Source: an optimization exercise on an open RTL-to-GDS flow (aim: small area, a short achievable clock period and few clock cycles per item). Production flows keep margins and buffers that such runs may drop.
At most, simulation tests tie the RTL to the original design; equivalence was not proved.
The RTL of run 1 was laid out without a check of its function.
Power is estimated from default activity; no workload was simulated.

==> flow/design.v (outline; a module is shown in full before it is edited, if it fits) <==
// module cmult_rescale: 8 lines
// module cm_fa: 10 lines
// module cm_add: 9 lines
// module cm_ha: 9 lines
// module complex_mult_pipe: 3114 lines
module complex_mult_pipe
#(
  parameter int WL    = 16,
  parameter int ROUND = fft_pkg::ROUND_HALFUP,
  parameter int SAT   = fft_pkg::SAT_CLAMP
) (
  input  logic                 clk,
  input  logic                 rst,
  input  logic                 in_valid,
  output logic                 in_ready,
  input  logic signed [WL-1:0] a_r,
  input  logic signed [WL-1:0] a_i,
  input  logic signed [WL-1:0] b_r,
  input  logic signed [WL-1:0] b_i,
  input  logic                 conj_b,
  output logic                 out_valid,
  input  logic                 out_ready,
  output logic signed [WL-1:0] out_r,
  output logic signed [WL-1:0] out_i,
  output logic                 out_ovf
);
  // ...
==> flow/run.sh <==
#!/bin/bash
# synth_recipe.tcl (not shown) runs the flow's synth.tcl, then flattens the netlist and writes it again
# the make line also repeats each setting of config.mk as NAME=value (left out here)
make -C /OpenROAD-flow-scripts/flow DESIGN_CONFIG=/design/flow/config.mk WORK_HOME=/design/flow/orfs CLKGATE_MAP_FILE= SYNTH_SCRIPT=/design/flow/synth_recipe.tcl finish
==> flow/config.mk <==
export PLATFORM = sky130hd
export DESIGN_NAME = complex_mult_pipe
export DESIGN_NICKNAME = complex_mult_pipe
export VERILOG_FILES = /design/flow/design.v
export SDC_FILE = /design/flow/constraint.sdc
export NUM_CORES = 4
export LEC_CHECK = 0
export CAP_MARGIN = 20
export CORE_MARGIN = 2
export CORE_UTILIZATION = 55
export SETUP_SLACK_MARGIN = 4.8
export SLEW_MARGIN = 20
export SYNTH_HIERARCHICAL = 1
export SYNTH_MINIMUM_KEEP_SIZE = 0
==> flow/constraint.sdc <==
create_clock -name core_clock -period 8.0 [get_ports {clk}]
set_input_delay 1.6000 -clock core_clock [delete_from_list [all_inputs] [get_ports {clk}]]
set_output_delay 1.6000 -clock core_clock [all_outputs]
set_load 0.01 [all_outputs]
==> impl_results.md, run 1 <==
- Number of slew-limit violations in the final report: 0
- Clk cell area share: 0.0451
- Average size of a mapped cell: 12.1 sq um
- Number of detailed-route iterations in the first pass: 6
- Reported net switching power: 8650 uW
- Average detailed-routed wire length per instance: about 29 um
- Data arrival time of the critical path: 3.73 ns
- Final-report setup violation count: 0
- Clock buffer count: 64
- Power of the clock network: approximately 2600 uW
- Data required time at the worst endpoint: roughly 8.5 ns
- Final-report hold violation count: 0
- Die Span X: 263 um
- Via-per-instance ratio: approximately 6.5
- Status: complete, no violations
- Power attributed to combinational cells: ~13000 uW
- Largest cell class by area: multi-input combinational cells
- Die area: between 60000 and 70000 sq um
- Post-route clock skew: approximately 0.024 ns
- Layout Utilization: 0.629
- Post-detail-place hpwl: about 71 mm
- Routed Wire Length: ~110 mm
- Top delay family on crit path: adder cells
- Global routing usage summed across all routing layers: 0.328
- Pin count of the biggest net entering global routing: 76
- Global-route wire length before repair: ~170 mm
- Cell count after synthesis: just over 3000
- Maximum net fanout on the critical path: 32
==> module cmult_rescale, before the edit <==
module cmult_rescale (
  input  logic [17:0]        i_t,
  output logic signed [15:0] o_val,
  output logic               o_ovf
);
  assign o_ovf = (i_t[17:15] != 3'b000) && (i_t[17:15] != 3'b111);
  assign o_val = o_ovf ? {i_t[17], {15{~i_t[17]}}} : i_t[15:0];
endmodule
==> run 2: changes to the inputs <==
--- a/flow/design.v
+++ b/flow/design.v
@@ -1,21 +1,29 @@
 package fft_pkg;
   localparam int ROUND_TRUNC  = 0;
   localparam int ROUND_HALFUP = 1;
   localparam int SAT_WRAP     = 0;
   localparam int SAT_CLAMP    = 1;
 endpackage
 module cmult_rescale (
-  input  logic [17:0]        i_t,
+  input  logic [17:0]        i_h,
+  input  logic               i_c,
   output logic signed [15:0] o_val,
   output logic               o_ovf
 );
-  assign o_ovf = (i_t[17:15] != 3'b000) && (i_t[17:15] != 3'b111);
-  assign o_val = o_ovf ? {i_t[17], {15{~i_t[17]}}} : i_t[15:0];
+  logic [14:0] t_lo;
+  logic        c15;
+  logic [2:0]  top;
+  assign t_lo  = i_h[14:0] + {14'd0, i_c};
+  assign c15   = i_c & (&i_h[14:0]);
+  assign top   = i_h[17:15] + {2'd0, c15};
+  assign o_ovf = c15 ? ~(i_h[17] & i_h[16])
+                     : ((i_h[17:15] != 3'b000) && (i_h[17:15] != 3'b111));
+  assign o_val = o_ovf ? {top[2], {15{~top[2]}}} : {top[0], t_lo};
 endmodule
 module cm_fa (
   input  logic a,
   input  logic b,
   input  logic c,
   output logic s,
   output logic co
 );
@@ -759,23 +767,23 @@
   logic fs329;
   logic fc330;
   cm_fa u_fs329 (.a(pp10), .b(pp25), .c(pp40), .s(fs329), .co(fc330));
   logic hs331;
   logic hc332;
   cm_ha u_hs331 (.a(pp55), .b(pp70), .s(hs331), .co(hc332));
   logic fs333;
   logic fc334;
-  cm_fa u_fs333 (.a(hs273), .b(pp11), .c(pp26), .s(fs333), .co(fc334));
+  cm_fa u_fs333 (.a(pp11), .b(pp26), .c(pp41), .s(fs333), .co(fc334));
   logic fs335;
   logic fc336;
-  cm_fa u_fs335 (.a(pp41), .b(pp56), .c(pp71), .s(fs335), .co(fc336));
+  cm_fa u_fs335 (.a(pp56), .b(pp71), .c(pp86), .s(fs335), .co(fc336));
   logic fs337;
   logic fc338;
-  cm_fa u_fs337 (.a(pp86), .b(pp147), .c(pp162), .s(fs337), .co(fc338));
+  cm_fa u_fs337 (.a(pp147), .b(pp162), .c(pp177), .s(fs337), .co(fc338));
   logic fs339;
   logic fc340;
   cm_fa u_fs339 (.a(hc274), .b(pp12), .c(pp27), .s(fs339), .co(fc340));
   logic fs341;
   logic fc342;
   cm_fa u_fs341 (.a(pp42), .b(pp57), .c(pp72), .s(fs341), .co(fc342));
   logic fs343;
   logic fc344;
@@ -804,32 +812,32 @@
   logic fs359;
   logic fc360;
   cm_fa u_fs359 (.a(pp210), .b(pp225), .c(pp240), .s(fs359), .co(fc360));
   logic fs361;
   logic fc362;
   cm_fa u_fs361 (.a(hc278), .b(hs281), .c(fc276), .s(fs361), .co(fc362));
   logic fs363;
   logic fc364;
-  cm_fa u_fs363 (.a(fs283), .b(pp166), .c(pp181), .s(fs363), .co(fc364));
+  cm_fa u_fs363 (.a(pp166), .b(pp181), .c(pp196), .s(fs363), .co(fc364));
   logic fs365;
   logic fc366;
-  cm_fa u_fs365 (.a(pp196), .b(pp211), .c(pp226), .s(fs365), .co(fc366));
+  cm_fa u_fs365 (.a(pp211), .b(pp226), .c(pp241), .s(fs365), .co(fc366));
   logic fs367;
   logic fc368;
-  cm_fa u_fs367 (.a(pp241), .b(pp256), .c(hc282), .s(fs367), .co(fc368));
+  cm_fa u_fs367 (.a(pp256), .b(fs283), .c(hc282), .s(fs367), .co(fc368));
   logic fs369;
   logic fc370;
   cm_fa u_fs369 (.a(fc280), .b(fs285), .c(fs287), .s(fs369), .co(fc370));
   logic fs371;
   logic fc372;
-  cm_fa u_fs371 (.a(fc284), .b(pp197), .c(pp212), .s(fs371), .co(fc372));
+  cm_fa u_fs371 (.a(pp197), .b(pp212), .c(pp227), .s(fs371), .co(fc372));
   logic fs373;
   logic fc374;
-  cm_fa u_fs373 (.a(pp227), .b(pp242), .c(pp257), .s(fs373), .co(fc374));
+  cm_fa u_fs373 (.a(pp242), .b(pp257), .c(fc284), .s(fs373), .co(fc374));
   logic fs375;
   logic fc376;
   cm_fa u_fs375 (.a(hs297), .b(fc286), .c(fc288), .s(fs375), .co(fc376));
   logic fs377;
   logic fc378;
   cm_fa u_fs377 (.a(fc290), .b(fs291), .c(fs293), .s(fs377), .co(fc378));
   logic fs379;
   logic fc380;
@@ -918,20 +926,20 @@
   logic fs435;
   logic fc436;
   cm_fa u_fs435 (.a(br_neg[2]), .b(bi_nre[2]), .c(pp5), .s(fs435), .co(fc436));
   logic hs437;
   logic hc438;
   cm_ha u_hs437 (.a(pp6), .b(pp21), .s(hs437), .co(hc438));
   logic fs439;
   logic fc440;
-  cm_fa u_fs439 (.a(hs323), .b(pp7), .c(pp22), .s(fs439), .co(fc440));
+  cm_fa u_fs439 (.a(pp7), .b(pp22), .c(pp37), .s(fs439), .co(fc440));
   logic fs441;
   logic fc442;
-  cm_fa u_fs441 (.a(pp37), .b(pp52), .c(pp143), .s(fs441), .co(fc442));
+  cm_fa u_fs441 (.a(pp52), .b(pp143), .c(pp158), .s(fs441), .co(fc442));
   logic fs443;
   logic fc444;
   cm_fa u_fs443 (.a(hc324), .b(pp8), .c(pp23), .s(fs443), .co(fc444));
   logic fs445;
   logic fc446;
   cm_fa u_fs445 (.a(pp38), .b(pp53), .c(pp144), .s(fs445), .co(fc446));
   logic hs447;
   logic hc448;
@@ -951,20 +959,20 @@
   logic fs457;
   logic fc458;
   cm_fa u_fs457 (.a(pp191), .b(pp206), .c(hc328), .s(fs457), .co(fc458));
   logic fs459;
   logic fc460;
   cm_fa u_fs459 (.a(hs331), .b(fc326), .c(fs329), .s(fs459), .co(fc460));
   logic fs461;
   logic fc462;
-  cm_fa u_fs461 (.a(pp177), .b(pp192), .c(pp207), .s(fs461), .co(fc462));
+  cm_fa u_fs461 (.a(pp192), .b(pp207), .c(pp222), .s(fs461), .co(fc462));
   logic fs463;
   logic fc464;
-  cm_fa u_fs463 (.a(pp222), .b(hc332), .c(fc330), .s(fs463), .co(fc464));
+  cm_fa u_fs463 (.a(hs273), .b(hc332), .c(fc330), .s(fs463), .co(fc464));
   logic fs465;
   logic fc466;
   cm_fa u_fs465 (.a(fs333), .b(fs335), .c(fs337), .s(fs465), .co(fc466));
   logic fs467;
   logic fc468;
   cm_fa u_fs467 (.a(pp208), .b(pp223), .c(hs345), .s(fs467), .co(fc468));
   logic fs469;
   logic fc470;
@@ -999,17 +1007,17 @@
   logic fs489;
   logic fc490;
   cm_fa u_fs489 (.a(fs367), .b(fc362), .c(fs369), .s(fs489), .co(fc490));
   logic fs491;
   logic fc492;
   cm_fa u_fs491 (.a(fc364), .b(fc366), .c(fs371), .s(fs491), .co(fc492));
   logic fs493;
   logic fc494;
-  cm_fa u_fs493 (.a(fs373), .b(fs295), .c(fc368), .s(fs493), .co(fc494));
+  cm_fa u_fs493 (.a(fs295), .b(fs373), .c(fc368), .s(fs493), .co(fc494));
   logic fs495;
   logic fc496;
   cm_fa u_fs495 (.a(fs375), .b(fc370), .c(fs377), .s(fs495), .co(fc496));
   logic fs497;
   logic fc498;
   cm_fa u_fs497 (.a(fc372), .b(fc374), .c(fs379), .s(fs497), .co(fc498));
   logic fs499;
   logic fc500;
@@ -1116,17 +1124,17 @@
   logic fs567;
   logic fc568;
   cm_fa u_fs567 (.a(pp36), .b(pp142), .c(pp157), .s(fs567), .co(fc568));
   logic fs569;
   logic fc570;
   cm_fa u_fs569 (.a(pp172), .b(hs437), .c(fc436), .s(fs569), .co(fc570));
   logic fs571;
   logic fc572;
-  cm_fa u_fs571 (.a(pp158), .b(pp173), .c(pp188), .s(fs571), .co(fc572));
+  cm_fa u_fs571 (.a(pp173), .b(pp188), .c(hs323), .s(fs571), .co(fc572));
   logic fs573;
   logic fc574;
   cm_fa u_fs573 (.a(hc438), .b(fs439), .c(fs441), .s(fs573), .co(fc574));
   logic fs575;
   logic fc576;
   cm_fa u_fs575 (.a(pp189), .b(hs447), .c(fc440), .s(fs575), .co(fc576));
   logic fs577;
   logic fc578;
@@ -1981,23 +1989,23 @@
   logic fs1053;
   logic fc1054;
   cm_fa u_fs1053 (.a(pp734), .b(pp749), .c(pp764), .s(fs1053), .co(fc1054));
   logic hs1055;
   logic hc1056;
   cm_ha u_hs1055 (.a(pp779), .b(pp794), .s(hs1055), .co(hc1056));
   logic fs1057;
   logic fc1058;
-  cm_fa u_fs1057 (.a(hs997), .b(pp735), .c(pp750), .s(fs1057), .co(fc1058));
+  cm_fa u_fs1057 (.a(pp735), .b(pp750), .c(pp765), .s(fs1057), .co(fc1058));
   logic fs1059;
   logic fc1060;
-  cm_fa u_fs1059 (.a(pp765), .b(pp780), .c(pp795), .s(fs1059), .co(fc1060));
+  cm_fa u_fs1059 (.a(pp780), .b(pp795), .c(pp810), .s(fs1059), .co(fc1060));
   logic fs1061;
   logic fc1062;
-  cm_fa u_fs1061 (.a(pp810), .b(pp871), .c(pp886), .s(fs1061), .co(fc1062));
+  cm_fa u_fs1061 (.a(pp871), .b(pp886), .c(pp901), .s(fs1061), .co(fc1062));
   logic fs1063;
   logic fc1064;
   cm_fa u_fs1063 (.a(hc998), .b(pp736), .c(pp751), .s(fs1063), .co(fc1064));
   logic fs1065;
   logic fc1066;
   cm_fa u_fs1065 (.a(pp766), .b(pp781), .c(pp796), .s(fs1065), .co(fc1066));
   logic fs1067;
   logic fc1068;
@@ -2026,32 +2034,32 @@
   logic fs1083;
   logic fc1084;
   cm_fa u_fs1083 (.a(pp934), .b(pp949), .c(pp964), .s(fs1083), .co(fc1084));
   logic fs1085;
   logic fc1086;
   cm_fa u_fs1085 (.a(hc1002), .b(hs1005), .c(fc1000), .s(fs1085), .co(fc1086));
   logic fs1087;
   logic fc1088;
-  cm_fa u_fs1087 (.a(fs1007), .b(pp890), .c(pp905), .s(fs1087), .co(fc1088));
+  cm_fa u_fs1087 (.a(pp890), .b(pp905), .c(pp920), .s(fs1087), .co(fc1088));
   logic fs1089;
   logic fc1090;
-  cm_fa u_fs1089 (.a(pp920), .b(pp935), .c(pp950), .s(fs1089), .co(fc1090));
+  cm_fa u_fs1089 (.a(pp935), .b(pp950), .c(pp965), .s(fs1089), .co(fc1090));
   logic fs1091;
   logic fc1092;
-  cm_fa u_fs1091 (.a(pp965), .b(pp980), .c(hc1006), .s(fs1091), .co(fc1092));
+  cm_fa u_fs1091 (.a(pp980), .b(fs1007), .c(hc1006), .s(fs1091), .co(fc1092));
   logic fs1093;
   logic fc1094;
   cm_fa u_fs1093 (.a(fc1004), .b(fs1009), .c(fs1011), .s(fs1093), .co(fc1094));
   logic fs1095;
   logic fc1096;
-  cm_fa u_fs1095 (.a(fc1008), .b(pp921), .c(pp936), .s(fs1095), .co(fc1096));
+  cm_fa u_fs1095 (.a(pp921), .b(pp936), .c(pp951), .s(fs1095), .co(fc1096));
   logic fs1097;
   logic fc1098;
-  cm_fa u_fs1097 (.a(pp951), .b(pp966), .c(pp981), .s(fs1097), .co(fc1098));
+  cm_fa u_fs1097 (.a(pp966), .b(pp981), .c(fc1008), .s(fs1097), .co(fc1098));
   logic fs1099;
   logic fc1100;
   cm_fa u_fs1099 (.a(hs1021), .b(fc1010), .c(fc1012), .s(fs1099), .co(fc1100));
   logic fs1101;
   logic fc1102;
   cm_fa u_fs1101 (.a(fc1014), .b(fs1015), .c(fs1017), .s(fs1101), .co(fc1102));
   logic fs1103;
   logic fc1104;
@@ -2140,20 +2148,20 @@
   logic fs1159;
   logic fc1160;
   cm_fa u_fs1159 (.a(bi_nim[2]), .b(br_neg[2]), .c(pp729), .s(fs1159), .co(fc1160));
   logic hs1161;
   logic hc1162;
   cm_ha u_hs1161 (.a(pp730), .b(pp745), .s(hs1161), .co(hc1162));
   logic fs1163;
   logic fc1164;
-  cm_fa u_fs1163 (.a(hs1047), .b(pp731), .c(pp746), .s(fs1163), .co(fc1164));
+  cm_fa u_fs1163 (.a(pp731), .b(pp746), .c(pp761), .s(fs1163), .co(fc1164));
   logic fs1165;
   logic fc1166;
-  cm_fa u_fs1165 (.a(pp761), .b(pp776), .c(pp867), .s(fs1165), .co(fc1166));
+  cm_fa u_fs1165 (.a(pp776), .b(pp867), .c(pp882), .s(fs1165), .co(fc1166));
   logic fs1167;
   logic fc1168;
   cm_fa u_fs1167 (.a(hc1048), .b(pp732), .c(pp747), .s(fs1167), .co(fc1168));
   logic fs1169;
   logic fc1170;
   cm_fa u_fs1169 (.a(pp762), .b(pp777), .c(pp868), .s(fs1169), .co(fc1170));
   logic hs1171;
   logic hc1172;
@@ -2173,20 +2181,20 @@
   logic fs1181;
   logic fc1182;
   cm_fa u_fs1181 (.a(pp915), .b(pp930), .c(hc1052), .s(fs1181), .co(fc1182));
   logic fs1183;
   logic fc1184;
   cm_fa u_fs1183 (.a(hs1055), .b(fc1050), .c(fs1053), .s(fs1183), .co(fc1184));
   logic fs1185;
   logic fc1186;
-  cm_fa u_fs1185 (.a(pp901), .b(pp916), .c(pp931), .s(fs1185), .co(fc1186));
+  cm_fa u_fs1185 (.a(pp916), .b(pp931), .c(pp946), .s(fs1185), .co(fc1186));
   logic fs1187;
   logic fc1188;
-  cm_fa u_fs1187 (.a(pp946), .b(hc1056), .c(fc1054), .s(fs1187), .co(fc1188));
+  cm_fa u_fs1187 (.a(hs997), .b(hc1056), .c(fc1054), .s(fs1187), .co(fc1188));
   logic fs1189;
   logic fc1190;
   cm_fa u_fs1189 (.a(fs1057), .b(fs1059), .c(fs1061), .s(fs1189), .co(fc1190));
   logic fs1191;
   logic fc1192;
   cm_fa u_fs1191 (.a(pp932), .b(pp947), .c(hs1069), .s(fs1191), .co(fc1192));
   logic fs1193;
   logic fc1194;
@@ -2221,17 +2229,17 @@
   logic fs1213;
   logic fc1214;
   cm_fa u_fs1213 (.a(fs1091), .b(fc1086), .c(fs1093), .s(fs1213), .co(fc1214));
   logic fs1215;
   logic fc1216;
   cm_fa u_fs1215 (.a(fc1088), .b(fc1090), .c(fs1095), .s(fs1215), .co(fc1216));
   logic fs1217;
   logic fc1218;
-  cm_fa u_fs1217 (.a(fs1097), .b(fs1019), .c(fc1092), .s(fs1217), .co(fc1218));
+  cm_fa u_fs1217 (.a(fs1019), .b(fs1097), .c(fc1092), .s(fs1217), .co(fc1218));
   logic fs1219;
   logic fc1220;
   cm_fa u_fs1219 (.a(fs1099), .b(fc1094), .c(fs1101), .s(fs1219), .co(fc1220));
   logic fs1221;
   logic fc1222;
   cm_fa u_fs1221 (.a(fc1096), .b(fc1098), .c(fs1103), .s(fs1221), .co(fc1222));
   logic fs1223;
   logic fc1224;
@@ -2338,17 +2346,17 @@
   logic fs1291;
   logic fc1292;
   cm_fa u_fs1291 (.a(pp760), .b(pp866), .c(pp881), .s(fs1291), .co(fc1292));
   logic fs1293;
   logic fc1294;
   cm_fa u_fs1293 (.a(pp896), .b(hs1161), .c(fc1160), .s(fs1293), .co(fc1294));
   logic fs1295;
   logic fc1296;
-  cm_fa u_fs1295 (.a(pp882), .b(pp897), .c(pp912), .s(fs1295), .co(fc1296));
+  cm_fa u_fs1295 (.a(pp897), .b(pp912), .c(hs1047), .s(fs1295), .co(fc1296));
   logic fs1297;
   logic fc1298;
   cm_fa u_fs1297 (.a(hc1162), .b(fs1163), .c(fs1165), .s(fs1297), .co(fc1298));
   logic fs1299;
   logic fc1300;
   cm_fa u_fs1299 (.a(pp913), .b(hs1171), .c(fc1164), .s(fs1299), .co(fc1300));
   logic fs1301;
   logic fc1302;
@@ -3129,24 +3137,21 @@
   logic [17:0] r_hre, r_him;
   logic        r_cre, r_cim;
   always_ff @(posedge clk) begin
     r_hre <= y_re_hi;
     r_him <= y_im_hi;
     r_cre <= y_re_lo[15];
     r_cim <= y_im_lo[15];
   end
-  logic [17:0] t_re, t_im;
   logic [15:0] s_re, s_im;
   logic        o_re, o_im;
   logic [32:0] x_new;
-  assign t_re = r_hre + {17'd0, r_cre};
-  assign t_im = r_him + {17'd0, r_cim};
-  cmult_rescale u_sat_re (.i_t(t_re), .o_val(s_re), .o_ovf(o_re));
-  cmult_rescale u_sat_im (.i_t(t_im), .o_val(s_im), .o_ovf(o_im));
+  cmult_rescale u_sat_re (.i_h(r_hre), .i_c(r_cre), .o_val(s_re), .o_ovf(o_re));
+  cmult_rescale u_sat_im (.i_h(r_him), .i_c(r_cim), .o_val(s_im), .o_ovf(o_im));
   assign x_new = {o_re | o_im, s_re, s_im};
   logic [32:0] q0, q1, q2, q3;
   always_ff @(posedge clk) begin
     if (out_ready | ~qv[0]) q0 <= qv[1] ? q1 : x_new;
     if (out_ready | ~qv[1]) q1 <= qv[2] ? q2 : x_new;
     if (out_ready | ~qv[2]) q2 <= qv[3] ? q3 : x_new;
     if (out_ready | ~qv[3]) q3 <= x_new;
   end
==> flow/config.mk (replaced) <==
export PLATFORM = sky130hd
export DESIGN_NAME = complex_mult_pipe
export DESIGN_NICKNAME = complex_mult_pipe
export VERILOG_FILES = /design/flow/design.v
export SDC_FILE = /design/flow/constraint.sdc
export NUM_CORES = 4
export LEC_CHECK = 0
export CAP_MARGIN = 5
export CORE_MARGIN = 2
export CORE_UTILIZATION = 55
export SETUP_SLACK_MARGIN = 4.8
export SLEW_MARGIN = 5
export SYNTH_HIERARCHICAL = 1
export SYNTH_MINIMUM_KEEP_SIZE = 0
==> impl_results.md, run 2 <==
- Status: complete, no violations (unchanged)
- Worst-Margin Slew: 1.17 ns (was 0.957 ns)
- PortBufs: 103 (unchanged)
- I/O Pins: 104 (unchanged)
- Clock root buffer: clkbuf_16 (unchanged)
- Final-report setup violation count: 0 (unchanged)
- Global-route wire length before repair: 174 mm (was 171 mm)
- Clk pin slew, worst setup/hold paths: 0.06 ns (about the same)
- Diodes inserted: 0 (unchanged)
- Die area: 70100 sq um (was 69000 sq um)
- Data required time at the worst endpoint: 8.50 ns (was 8.51 ns)
- DRC: 0 (unchanged)
- Final-report hold violation count: 0 (unchanged)
- Number of slew-limit violations in the final report: 0 (unchanged)
- Via count: 25900 (was 25800)
- Max Root-Sink Buffers: 3 (unchanged)
- Cell count after synthesis: 3070 (was 3054)
- Remaining Overflow, GRT: 0 (unchanged)
- Maximum net fanout on the critical path: 7 (was 32)
- Yosys warning total: 7 (unchanged)
- Routed Wire Length: 116 mm (was 115 mm)
- Die Y-Extent: 265 um (was 263 um)
- Startpoint kind of the worst setup timing path: flop (unchanged)
- RSZ-0062 raised after global routing: yes (unchanged)
- Net count of the finished layout: 3733 (was 3716)
- Area growth from synthesis to final layout: 10.3% (was 12.6%)
- Worst slack at placement: 4.22 ns (was 4.24 ns)
- CTS tree: done (unchanged)
- Post-detail-place hpwl: 71.1 mm (was 70.7 mm)
- Number of sinks driven by the clock tree: 447 (unchanged)
- Average size of a mapped cell: 12.2 sq um (was 12.1 sq um)
- Cell Pwr Density: 484 nW/um^2 (was 472 nW/um^2)
- Max-slew headroom: 0.214 (was 0.362)
- Number of antenna violations at the first check in global routing: 2 (unchanged)
- Max-Cap Viols: 0 (unchanged)
- TritonCTS Buffers: 53 (unchanged)
- Starting density of the core: 0.556 (was 0.558)
- Placer Congestion: 0.887 (was 0.885)
- Post-route clock skew: 0.0279 ns (was 0.0242 ns)
- Most common cell after layout, fill and taps aside: xnor2_1 (unchanged)
- Classification of the worst-slack hold path: flop to flop (unchanged)
- Die Span X: 265 um (was 263 um)
- Data arrival time of the critical path: 3.72 ns (was 3.73 ns)
- Clock H-tree levels: 2 (unchanged)
- Worst path setup slack after routing: 4.78 ns (about the same)
- Total negative setup slack: 0 ns (unchanged)
- Critical path type: flop to flop (unchanged)
- Core outline area: 67300 sq um (was 66000 sq um)
- Number of detailed-route iterations in the first pass: 7 (was 6)
- Via count of the first global-routing pass: 28100 (was 27700)
- Global routing usage summed across all routing layers: 0.332 (was 0.328)
- Average detailed-routed wire length per instance: 29.0 um (was 28.9 um)
- Hold bufs inserted after CTS: 0 (unchanged)
- Pin count of the biggest net entering global routing: 64 (was 76)
- Min Clock Period, post-route: 3.22 ns (about the same)
- Number of placement rows: 95 (was 94)
- Via-per-instance ratio: 6.50 (about the same)
- Synthesized cell area: 37400 sq um (was 36800 sq um)
- Number of routed nets with antenna violations: 0 (unchanged)
- Layout cell share with drive strength beyond 1: 0.137 (was 0.150)
- First-iteration detailed-routing DRC count: 3013 (was 2881)
- Worst skew pair latency: 0.64 ns (was 0.63 ns)
- F_max: 310 MHz (was 311 MHz)
- Ratio of final minimum period to clock period: 0.403 (about the same)
- Setup crit end kind: flop (unchanged)
- Commonest non-fill, non-tap cells in the layout: 540 x xnor2_1, 464 x fa_1, 454 x a22oi_1 (was 555 x xnor2_1, 461 x fa_1, 456 x a22oi_1)
- Peak VDD IR: 0.000377 V (was 0.000380 V)
- Static power due to leakage: 0.0151 uW (about the same)
==> run 2: cell types whose count changed in the layout (fill, tap and decap cells not counted), moves of 12 or more <==
cell	delta
buf_6	-12
xnor2_1	-15
a21oi_1	+24
o22ai_2	-12
a21boi_2	-24
nor2_1	-17
o31ai_1	+18
o21ai_1	+28
o22ai_1	-18
==> run 2: path summary, 6_finish.rpt <==
kind | from | to | slack, ns | cells past startpoint
hold / removal | v1 | vm | 0.51 | 2
setup reg to reg | bi_one[1] | m_im_14_3 | 4.78 | 8
hold reg to reg | v1 | vm | 0.51 | 2
setup / recovery | bi_one[1] | m_im_14_3 | 4.78 | 8
==> run 2: where the power goes <==
part	switching [uW]	internal, uW
Combinational	7290	5710
Sequential	548	3850
Clock	1030	1520
Total	8870	11100
==> run 2: layout make-up <==
type	count	area (sq um)
timing repair buffer	229	2560
multi-input combinational	2297	24400
inverter	43	168
fill	5354	26000
timing repair inverter	1	5.00
sequential	447	11200
tap	873	1090
clock buffer	68	1490
clock inverter	30	357
==> run 2: what timing repair did <==
| item | in CTS | in global routing |
|---|---|---|
| buffers inserted | 19 | 9 |
| setup endpoints to repair | 119 | 88 |
| gates cloned | 1 | 3 |
| resized for setup | 65 | 169 |
| pin swaps | 4 | 29 |
==> run 2: metrics by stage <==
stage               hold slack (ns)   util  area, sq um  std cells  total power [uW]
global route                  0.555  0.613        41200       3988             21700
detailed placement            0.517  0.569        38300       3858             16900
global placement              0.508  0.569        38300       3857             16500
finish                        0.514  0.613        41200       3988             19900
floorplan                     0.482      -        37500       3096             13200
CTS                           0.526  0.602        40500       3976             19700
==> run 2: critical path, cell delays in order (launching register included) <==
cell and delay, ns:
edfxtp_1 0.44, buf_4 0.17, buf_6 0.14, a22oi_2 0.16, xnor2_2 0.09, fa_1 0.58, fa_1 0.46, fa_2 0.63
fa_1 0.41
==> run 2: layer usage <==
metal	vias to the layer above	routed length, um	track usage
li1	10700	-	-
met1	13100	44800	0.435
met2	1715	53000	0.531
met3	392	12300	0.0739
met4	4	5590	0.155
met5	-	27	0
Testbench counts of run 2, summed over its fixed seeds: cycles 4,128, items 4,096.

re-timing with driven ports:
The flow's constraints put no driver on any port. The routed layouts listed below were extracted and timed again, unchanged, in two steps. Step 1 assumes that a clkbuf_16 drives the clock port and a buf_2 every other input. Step 2 also shifts input and output timing later by t, the mid clock arrival at the registers, as if the neighbouring blocks saw the same clock. Three values: ideal, step 1, step 2; two values: the first two.
run | t, ns | setup WS [ns] | hold slack, ns | worst register clock-pin slew, ns
run 1 | 0.688 | 4.780 / 4.780 / 4.476 | 0.509 / 0.509 / 0.509 | 0.08 / 0.08
run 2 | 0.694 | 4.778 / 4.778 / 4.278 | 0.514 / 0.514 / 0.514 | 0.07 / 0.07
After both steps setup and hold are still met in every run listed. The setup slack of run 2, which loses most, moves by 0.000 ns with the drivers and by -0.500 ns with both steps.
